Context: an optimization exercise on an open-source flow, tuned for small area, a short achievable clock period and few clock cycles. The choices shown serve that exercise and are no tape-out recipe. The RTL was checked by simulation tests, not by an equivalence proof against the original design. Power figures rest on the tool's default switching activity, not on a simulated workload.

==> run B <==
// tetris_board_renderer
module tetris_board_renderer
(
    input  logic       CLOCK_50,
    input  logic       reset,
    input  logic [9:0] i_x,
    input  logic [8:0] i_y,
    output logic [7:0] o_r,
    output logic [7:0] o_g,
    output logic [7:0] o_b,
    input  logic       bus_wr_valid,
    output logic       bus_wr_ready,
    input  logic [3:0] bus_wr_col,
    input  logic [4:0] bus_wr_row,
    input  logic [2:0] bus_wr_color,
    input  logic       bus_clr_req,
    input  logic       bus_shift_req,
    input  logic [4:0] bus_shift_row,
    output logic       bus_busy,
    output logic       bus_op_done
);
    localparam int H = tetris_pkg::BOARD_H;
    localparam int W = tetris_pkg::BOARD_W;
    logic w_clr_go, w_shift_go;
    board_bulk_fsm u_bulk_fsm (
        .clk         (CLOCK_50),
        .reset       (reset),
        .i_clr_req   (bus_clr_req),
        .i_shift_req (bus_shift_req),
        .i_shift_row (bus_shift_row),
  ...
clock: 5.5 ns
lec_check: 0
abc_area: 1
cap_margin: 20
core_margin: 2
core_utilization: 40
setup_slack_margin: 3.3
slew_margin: 20
run.sh (not shown) runs the stock make flow with config.mk's settings and CLKGATE_MAP_FILE= SYNTH_SCRIPT=/design/flow/synth_recipe.tcl, a recipe that flattens the netlist after the stock synthesis.
==> run X (differences from run B) <==
--- a/flow/design.v
+++ b/flow/design.v
@@ -99,36 +99,24 @@
             w_sh[r]   = !reset && w_shift_go && (5'(r) <= bus_shift_row);
             w_wdec[r] = w_wipe || (bus_wr_valid && (bus_wr_row == 5'(r)));
         end
         for (int r = 0; r < H; r++)
             w_whit[r] = (r > 0 && w_sh[r]) ? w_wdec[(r > 0) ? r - 1 : 0]
                                            : (w_wdec[r] && !w_sh[r]);
     end
-    logic         r_p_wipe, r_p_wr, r_p_shift;
-    logic [4:0]   r_p_wrow, r_p_srow;
-    logic [3:0]   r_p_wcol;
+    logic [H-1:0] r_p_sh, r_p_wdec, w_p_whit;
+    logic [W-1:0] r_p_chit;
     logic [2:0]   r_p_color;
     always_ff @(posedge CLOCK_50) begin
-        r_p_wipe  <= w_wipe;
-        r_p_wr    <= bus_wr_valid;
-        r_p_shift <= !reset && w_shift_go;
-        r_p_wrow  <= bus_wr_row;
-        r_p_srow  <= bus_shift_row;
-        r_p_wcol  <= bus_wr_col;
+        r_p_sh    <= w_sh;
+        r_p_wdec  <= w_wdec;
+        r_p_chit  <= w_chit;
         r_p_color <= w_color;
     end
-    logic [H-1:0] r_p_sh, r_p_wdec, w_p_whit;
-    logic [W-1:0] r_p_chit;
     always_comb begin
-        for (int c = 0; c < W; c++)
-            r_p_chit[c] = r_p_wipe || (r_p_wr && (r_p_wcol == 4'(c)));
-        for (int r = 0; r < H; r++) begin
-            r_p_sh[r]   = r_p_shift && (5'(r) <= r_p_srow);
-            r_p_wdec[r] = r_p_wipe || (r_p_wr && (r_p_wrow == 5'(r)));
-        end
         for (int r = 0; r < H; r++)
             w_p_whit[r] = (r > 0 && r_p_sh[r]) ? r_p_wdec[(r > 0) ? r - 1 : 0]
                                                : (r_p_wdec[r] && !r_p_sh[r]);
     end
     logic [2:0] r_cells [H][W];
     always_ff @(posedge CLOCK_50) begin
         for (int r = 0; r < H; r++)
==> flow/flow/run.sh (new file) <==
#!/bin/bash
# Layout flow: the standard flow (standard.sh, all steps, unchanged
# synthesis), except that the port buffers are inserted as
# sky130_fd_sc_hd__buf_4. The default pick is a delay cell
# (clkdlybuf4s50_1), which the footprint-matched resizer cannot later swap
# for a real buffer, so it stays on every input and output path.
# Each tool's full output goes to standard.log in the work folder.
set -euo pipefail
bash standard.sh BUFFER_PORTS_ARGS="-buffer_cell sky130_fd_sc_hd__buf_4" finish > standard.log 2>&1
==> flow/standard.sh (new file) <==
#!/bin/bash
# synth_recipe.tcl (not shown) runs the flow's synth.tcl, then flattens the netlist and writes it again
# the make line also repeats each setting of config.mk as NAME=value (left out here)
make -C /OpenROAD-flow-scripts/flow DESIGN_CONFIG=/design/flow/config.mk WORK_HOME=/design/flow/orfs CLKGATE_MAP_FILE= SYNTH_SCRIPT=/design/flow/synth_recipe.tcl "${@:-finish}"
==> flow/config.mk (replaced) <==
export PLATFORM = sky130hd
export DESIGN_NAME = tetris_board_renderer
export DESIGN_NICKNAME = tetris_board_renderer
export VERILOG_FILES = /design/flow/design.v
export SDC_FILE = /design/flow/constraint.sdc
export NUM_CORES = 4
export LEC_CHECK = 0
export ABC_AREA = 1
export CAP_MARGIN = 20
export CORE_MARGIN = 2
export CORE_UTILIZATION = 60
export CTS_CLUSTER_DIAMETER = 90
export CTS_CLUSTER_SIZE = 30
export PLACE_DENSITY = 0.7
export SETUP_SLACK_MARGIN = 3.2
export SLEW_MARGIN = 20
removed: flow/run.sh
==> run A (differences from run B) <==
--- a/flow/design.v
+++ b/flow/design.v
@@ -99,94 +99,93 @@
             w_sh[r]   = !reset && w_shift_go && (5'(r) <= bus_shift_row);
             w_wdec[r] = w_wipe || (bus_wr_valid && (bus_wr_row == 5'(r)));
         end
         for (int r = 0; r < H; r++)
             w_whit[r] = (r > 0 && w_sh[r]) ? w_wdec[(r > 0) ? r - 1 : 0]
                                            : (w_wdec[r] && !w_sh[r]);
     end
-    logic         r_p_wipe, r_p_wr, r_p_shift;
-    logic [4:0]   r_p_wrow, r_p_srow;
-    logic [3:0]   r_p_wcol;
+    logic [H-1:0] r_p_sh, r_p_whit;
+    logic [W-1:0] r_p_chit;
     logic [2:0]   r_p_color;
     always_ff @(posedge CLOCK_50) begin
-        r_p_wipe  <= w_wipe;
-        r_p_wr    <= bus_wr_valid;
-        r_p_shift <= !reset && w_shift_go;
-        r_p_wrow  <= bus_wr_row;
-        r_p_srow  <= bus_shift_row;
-        r_p_wcol  <= bus_wr_col;
+        r_p_sh    <= w_sh;
+        r_p_whit  <= w_whit;
+        r_p_chit  <= w_chit;
         r_p_color <= w_color;
     end
-    logic [H-1:0] r_p_sh, r_p_wdec, w_p_whit;
-    logic [W-1:0] r_p_chit;
-    always_comb begin
-        for (int c = 0; c < W; c++)
-            r_p_chit[c] = r_p_wipe || (r_p_wr && (r_p_wcol == 4'(c)));
-        for (int r = 0; r < H; r++) begin
-            r_p_sh[r]   = r_p_shift && (5'(r) <= r_p_srow);
-            r_p_wdec[r] = r_p_wipe || (r_p_wr && (r_p_wrow == 5'(r)));
-        end
-        for (int r = 0; r < H; r++)
-            w_p_whit[r] = (r > 0 && r_p_sh[r]) ? r_p_wdec[(r > 0) ? r - 1 : 0]
-                                               : (r_p_wdec[r] && !r_p_sh[r]);
-    end
     logic [2:0] r_cells [H][W];
-    always_ff @(posedge CLOCK_50) begin
+    logic [2:0] w_next  [H][W];     
+    always_comb begin
         for (int r = 0; r < H; r++)
             for (int c = 0; c < W; c++) begin
-                if (w_p_whit[r] && r_p_chit[c])
-                    r_cells[r][c] <= r_p_color;
+                if (r_p_whit[r] && r_p_chit[c])
+                    w_next[r][c] = r_p_color;
                 else if (r_p_sh[r])
-                    r_cells[r][c] <= (r > 0) ? r_cells[(r > 0) ? r - 1 : 0][c] : 3'd0;
+                    w_next[r][c] = (r > 0) ? r_cells[(r > 0) ? r - 1 : 0][c] : 3'd0;
+                else
+                    w_next[r][c] = r_cells[r][c];
             end
+    end
+    always_ff @(posedge CLOCK_50) begin
+        for (int r = 0; r < H; r++)
+            for (int c = 0; c < W; c++)
+                r_cells[r][c] <= w_next[r][c];
     end
     logic [H:0]   w_ydec;           
     logic [W-1:0] w_xdec;
     logic [H:0]   w_therm;          
-    logic         w_in_board, w_in_box, w_fwd;
+    logic         w_in_board, w_in_box;
     always_comb begin
         for (int k = 0; k <= H; k++) begin
             w_ydec[k]  = (k < H) && (i_y[8:2] == 7'(k + 5));
             w_therm[k] = (5'(k) <= bus_shift_row);
         end
         for (int c = 0; c < W; c++)
             w_xdec[c] = (i_x[9:2] == 8'(c + 15));
         w_in_board = (i_x >= 10'd60) && (i_x <= 10'd99) && (i_y >= 9'd20) && (i_y <= 9'd99);
         w_in_box   = (i_x >= 10'd58) && (i_x <= 10'd101) && (i_y >= 9'd18) && (i_y <= 9'd101);
-        w_fwd      = |(w_ydec[H-1:0] & w_whit) && |(w_xdec & w_chit);
     end
     logic         r_s1_in_board, r_s1_in_frame;
-    logic [H-1:0] r_s1_row;
+    logic [H-1:0] w_src;
     logic [W-1:0] r_s1_col;
-    logic         r_s1_fwd;
-    logic [2:0]   r_s1_fwd_color;
+    logic [4:0]   r_s1_yrow;
+    logic [2:0]   r_s1_rowdata [W];
+    always_comb begin
+        for (int r = 0; r < H; r++)
+            w_src[r] = (w_ydec[r + 1] && w_shift_go && w_therm[r + 1]) ||
+                       (w_ydec[r] && !(w_shift_go && w_therm[r]));
+    end
     always_ff @(posedge CLOCK_50) begin
         r_s1_in_board <= w_in_board;
         r_s1_in_frame <= w_in_box && !w_in_board;
-        for (int r = 0; r < H; r++)
-            r_s1_row[r] <= (w_ydec[r + 1] && w_shift_go && w_therm[r + 1]) ||
-                           (w_ydec[r] && !(w_shift_go && w_therm[r]));
         r_s1_col       <= w_xdec;
-        r_s1_fwd       <= w_fwd;
-        r_s1_fwd_color <= w_color;
+        r_s1_yrow      <= 5'(i_y[8:2] - 7'd5);
+        for (int c = 0; c < W; c++)
+            for (int b = 0; b < 3; b++) begin
+                logic [H-1:0] t_r;
+                for (int r = 0; r < H; r++)
+                    t_r[r] = w_next[r][c][b] && w_src[r];
+                r_s1_rowdata[c][b] <= |t_r;
+            end
     end
     logic [2:0] w_cell;
-    always_comb begin
-        logic [H-1:0] t_r;
+    logic       w_fwd;
+    always_comb begin
         logic [W-1:0] t_c;
         logic [2:0]   rd;
+        w_fwd = 1'b0;
+        for (int r = 0; r < H; r++)
+            w_fwd = w_fwd || (r_s1_yrow == 5'(r) && r_p_whit[r]);
+        w_fwd = w_fwd && |(r_s1_col & r_p_chit);
         for (int b = 0; b < 3; b++) begin
-            for (int c = 0; c < W; c++) begin
-                for (int r = 0; r < H; r++)
-                    t_r[r] = r_cells[r][c][b] && r_s1_row[r];
-                t_c[c] = |t_r && r_s1_col[c];
-            end
+            for (int c = 0; c < W; c++)
+                t_c[c] = r_s1_rowdata[c][b] && r_s1_col[c];
             rd[b] = |t_c;
         end
-        w_cell = r_s1_fwd ? r_s1_fwd_color : rd;
+        w_cell = w_fwd ? r_p_color : rd;
     end
     logic [23:0] w_rgb;
     logic [3:0]  r_red, r_grn, r_blu;
     always_comb begin
         if (r_s1_in_board)
             w_rgb = tetris_pkg::palette(w_cell);
         else if (r_s1_in_frame)
==> flow/flow/run.sh (new file) <==
#!/bin/bash
# Layout flow: the standard flow (standard.sh, all steps, unchanged
# synthesis), except that the port buffers are inserted as
# sky130_fd_sc_hd__buf_4. The default pick is a delay cell
# (clkdlybuf4s50_1), which the footprint-matched resizer cannot later swap
# for a real buffer, so it stays on every input and output path.
# Each tool's full output goes to standard.log in the work folder.
set -euo pipefail
bash standard.sh BUFFER_PORTS_ARGS="-buffer_cell sky130_fd_sc_hd__buf_4" finish > standard.log 2>&1
==> flow/standard.sh (new file) <==
#!/bin/bash
# synth_recipe.tcl (not shown) runs the flow's synth.tcl, then flattens the netlist and writes it again
# the make line also repeats each setting of config.mk as NAME=value (left out here)
make -C /OpenROAD-flow-scripts/flow DESIGN_CONFIG=/design/flow/config.mk WORK_HOME=/design/flow/orfs CLKGATE_MAP_FILE= SYNTH_SCRIPT=/design/flow/synth_recipe.tcl "${@:-finish}"
==> flow/config.mk (replaced) <==
export PLATFORM = sky130hd
export DESIGN_NAME = tetris_board_renderer
export DESIGN_NICKNAME = tetris_board_renderer
export VERILOG_FILES = /design/flow/design.v
export SDC_FILE = /design/flow/constraint.sdc
export NUM_CORES = 4
export LEC_CHECK = 0
export ABC_AREA = 1
export CAP_MARGIN = 20
export CORE_MARGIN = 2
export CORE_UTILIZATION = 60
export CTS_CLUSTER_DIAMETER = 80
export CTS_CLUSTER_SIZE = 24
export PLACE_DENSITY = 0.7
export SETUP_SLACK_MARGIN = 3.2
export SLEW_MARGIN = 20
removed: flow/run.sh
==> run notes <==
|  | run B | run A | run X |
|---|---|---|---|
| Status | timing/DRC/antenna clean | timing/DRC/antenna clean | timing/DRC/antenna clean |
| Internal Pwr Total | 9.64 mW | 7.57 mW | 8.21 mW |
| Synth Area in Adders | 0.00184 | 0.00348 | 0.00183 |
| Pin count of the biggest net entering global routing | 171 | 65 | 127 |
| Synth unique cells | 45 | 44 | 41 |
| Sequential share of cell area | 0.467 | 0.380 | 0.533 |
| Multi-input combinational cell area | 14800 um^2 | 17600 um^2 | 13300 um^2 |
| Fin cells | 5533 | 5355 | 4932 |
| Fraction of the mapped netlist area in simple logic gates | 0.278 | 0.269 | 0.273 |
| Endpoint of the most critical setup path | r_blu[1] | r_s1_rowdata[9][2] | r_grn[3] |
| Post-detail-place hpwl | 79900 um | 78800 um | 75100 um |
| VDD IR max | 180 uV | 277 uV | 286 uV |
| Clock edge transition at the registers on the reported setup and hold paths | 0.07 ns | 0.10 ns | 0.11 ns |
| Final Worst Setup Slack | 3.01 ns | 3.05 ns | 3.11 ns |
| Met1 layer usage reported by global route | 0.383 | 0.569 | 0.535 |
Testbench counts of run B, summed over its fixed seeds: cycles 11,597.
Testbench counts of run X, summed over its fixed seeds: cycles 11,597.
Testbench counts of run A, summed over its fixed seeds: cycles 11,597.

## separate check: timing with driven ports
No port has a modelled driver above. Below, the same layouts with a new extraction and two added sets of constraints.
Step 1 assumes that a clkbuf_16 drives the clock port and a buf_2 every other input.
Step 2 adds t to the input delays and takes it off the output delays; t is the mean of the earliest and latest rising clock arrival at the registers after step 1. Input paths then give back, and output paths get back, about the clock's delay inside the block.
a / b / c = ideal / step 1 / step 2; a / b = the first two.
| run | shift t [ns] | setup WS [ns] | latest minus earliest clock arrival (ns) | cell pins on the clock port's net |
|---|---|---|---|---|
| run B | 0.688 | 3.014 / 3.014 / 2.661 | 0.020 / 0.020 | 1 |
| run X | 0.653 | 3.111 / 3.111 / 2.614 | 0.044 / 0.045 | 1 |
| run A | 0.668 | 3.055 / 3.067 / 2.399 | 0.029 / 0.028 | 1 |
After both steps setup and hold are still met in every run listed. The setup slack of run A, which loses most, moves by +0.012 ns with the drivers and by -0.656 ns with both steps.
